Background: an optimization exercise with open tools, aiming at small area and a short achievable clock period. Do not read the settings as production practice. In this exercise RTL edits were held to simulation tests only and were not proved equivalent to the original.

== before ==
==> module cmb_nor2, before the edit <==
module cmb_nor2 (
	input  logic [63:0] a,
	input  logic [63:0] b,
	output logic [63:0] y
);
	assign y = ~(a | b);
endmodule
==> module cmb_nand4, before the edit <==
module cmb_nand4 (
	input  logic [63:0] a,
	input  logic [63:0] b,
	input  logic [63:0] c,
	input  logic [63:0] d,
	output logic [63:0] y
);
	assign y = ~(a & b & c & d);
endmodule
==> module cmb_fin, before the edit <==
module cmb_fin (
	input  logic [63:0] a,
	input  logic [63:0] b,
	input  logic [63:0] c,
	input  logic        flip,
	output logic [63:0] y
);
	assign y = (a | b | c) ^ {64{flip}};
endmodule
==> module rd_comb, before the edit <==
module rd_comb #(
	parameter int NG = 17
) (
	input  logic [64*NG-1:0] part,
	input  logic             flip,
	output logic [63:0]      y
);
	logic [64*8-1:0] n1;
	logic [64*2-1:0] o2;
	genvar g;
	generate
		for (g = 0; g < 8; g++) begin : g_l1
			cmb_nor2 nor_i (.a(part[64*(2*g) +: 64]), .b(part[64*(2*g + 1) +: 64]),
				.y(n1[64*g +: 64]));
		end
		for (g = 0; g < 2; g++) begin : g_l2
			cmb_nand4 nand_i (.a(n1[64*(4*g) +: 64]), .b(n1[64*(4*g + 1) +: 64]),
				.c(n1[64*(4*g + 2) +: 64]), .d(n1[64*(4*g + 3) +: 64]),
				.y(o2[64*g +: 64]));
		end
	endgenerate
	cmb_fin fin_i (.a(o2[63:0]), .b(o2[127:64]), .c(part[64*16 +: 64]), .flip(flip), .y(y));
endmodule
==> flow/config.mk <==
export PLATFORM = sky130hd
export DESIGN_NAME = kiwi_backend
export DESIGN_NICKNAME = kiwi_backend
export VERILOG_FILES = /design/flow/design.v
export SDC_FILE = /design/flow/constraint.sdc
export NUM_CORES = 8
export LEC_CHECK = 0
export CAP_MARGIN = 30
export CELL_PAD_IN_SITES_DETAIL_PLACEMENT = 2
export CORE_MARGIN = 2
export CORE_UTILIZATION = 22
export PLACE_DENSITY = 0.32
export SETUP_SLACK_MARGIN = 2.5
export SLEW_MARGIN = 40
export SYNTH_HIERARCHICAL = 1
export TNS_END_PERCENT = 30
==> flow/constraint.sdc <==
create_clock -name core_clock -period 6.0 [get_ports {clk}]
set_input_delay 1.2000 -clock core_clock [delete_from_list [all_inputs] [get_ports {clk}]]
set_output_delay 1.2000 -clock core_clock [all_outputs]
set_load 0.01 [all_outputs]
run.sh (not shown) runs the stock make flow with config.mk's settings and CLKGATE_MAP_FILE= SYNTH_SCRIPT=/design/flow/synth_recipe.tcl, a recipe that flattens the netlist after the stock synthesis.
Having completed the whole flow, before delivered a layout that passed the timing, design-rule and antenna checks.
Input changes introduced in after (baseline for comparison: before):
--- a/flow/design.v
+++ b/flow/design.v
@@ -80,59 +80,29 @@
 	rd_oai #(.HAS_X(HAS_X)) oai_i (
 		.sel_n(sel_n), .sel_w_n(sel_w_n), .sel_x_n(sel_x_n),
 		.rf(rf), .w_n(w_n), .x_n(x_n), .part(part)
 	);
 	rd_comb #(.NG(NG)) comb_i (.part(part), .flip(flip), .y(y));
 endmodule
-module cmb_nor2 (
-	input  logic [63:0] a,
-	input  logic [63:0] b,
-	output logic [63:0] y
-);
-	assign y = ~(a | b);
-endmodule
-module cmb_nand4 (
-	input  logic [63:0] a,
-	input  logic [63:0] b,
-	input  logic [63:0] c,
-	input  logic [63:0] d,
-	output logic [63:0] y
-);
-	assign y = ~(a & b & c & d);
-endmodule
-module cmb_fin (
-	input  logic [63:0] a,
-	input  logic [63:0] b,
-	input  logic [63:0] c,
-	input  logic        flip,
-	output logic [63:0] y
-);
-	assign y = (a | b | c) ^ {64{flip}};
-endmodule
 module rd_comb #(
 	parameter int NG = 17
 ) (
 	input  logic [64*NG-1:0] part,
 	input  logic             flip,
 	output logic [63:0]      y
 );
-	logic [64*8-1:0] n1;
-	logic [64*2-1:0] o2;
-	genvar g;
-	generate
-		for (g = 0; g < 8; g++) begin : g_l1
-			cmb_nor2 nor_i (.a(part[64*(2*g) +: 64]), .b(part[64*(2*g + 1) +: 64]),
-				.y(n1[64*g +: 64]));
-		end
-		for (g = 0; g < 2; g++) begin : g_l2
-			cmb_nand4 nand_i (.a(n1[64*(4*g) +: 64]), .b(n1[64*(4*g + 1) +: 64]),
-				.c(n1[64*(4*g + 2) +: 64]), .d(n1[64*(4*g + 3) +: 64]),
-				.y(o2[64*g +: 64]));
+	always_comb begin
+		for (int i = 0; i < 64; i++) begin
+			logic any;
+			any = 1'b0;
+			for (int g = 0; g < NG; g++) begin
+				any = any | part[64*g + i];
+			end
+			y[i] = any ^ flip;
 		end
-	endgenerate
-	cmb_fin fin_i (.a(o2[63:0]), .b(o2[127:64]), .c(part[64*16 +: 64]), .flip(flip), .y(y));
+	end
 endmodule
 module operand_read (
 	input  logic         clk,
 	input  logic         rst_n_i,
 	input  logic [75:0]  issue_i,
 	input  logic [73:0]  iss_i,
Findings:
- Final area: after worse than before
- after vs. before: critical path depth in cells went up by 1.
- | synthesized cell count | higher: before |
- The number of ordinary and repair buffers in the finished layout reported for after is greater than that of before by 18%.
- after — count of filler cells inserted in the layout 2416 lower, before as reference
- In the tables for before and after, via count reads higher with after.

-- separate check: timing with driven ports --
The results above use ideal ports. As a check the final layouts listed here were re-extracted and re-timed, cells and wires unchanged. Step 1 sets driving cells, clkbuf_16 on the clock port and buf_2 on the other inputs (assumed; they add their load-dependent delay and slew). Step 2 times the ports against the registers' clock, not the clock port: input delays grow and output delays shrink by t, the midpoint of the rising clock arrivals with the driver on. Three values: no drivers, after step 1, after step 2; two values: the first two.
| run | shift t [ns] | setup slack, ns | worst hold slack (ns) | pins driven straight from the clock port |
|---|---|---|---|---|
| before | 1.237 | 2.097 / 2.097 / 1.535 | 0.178 / 0.052 / 0.322 | 1 |
| after | 1.300 | 2.094 / 2.094 / 1.546 | 0.023 / -0.109 / 0.305 | 1 |
After both steps every run listed still meets setup and hold. The setup slack of before, which loses most, moves by 0.000 ns with the drivers and by -0.562 ns with both steps.
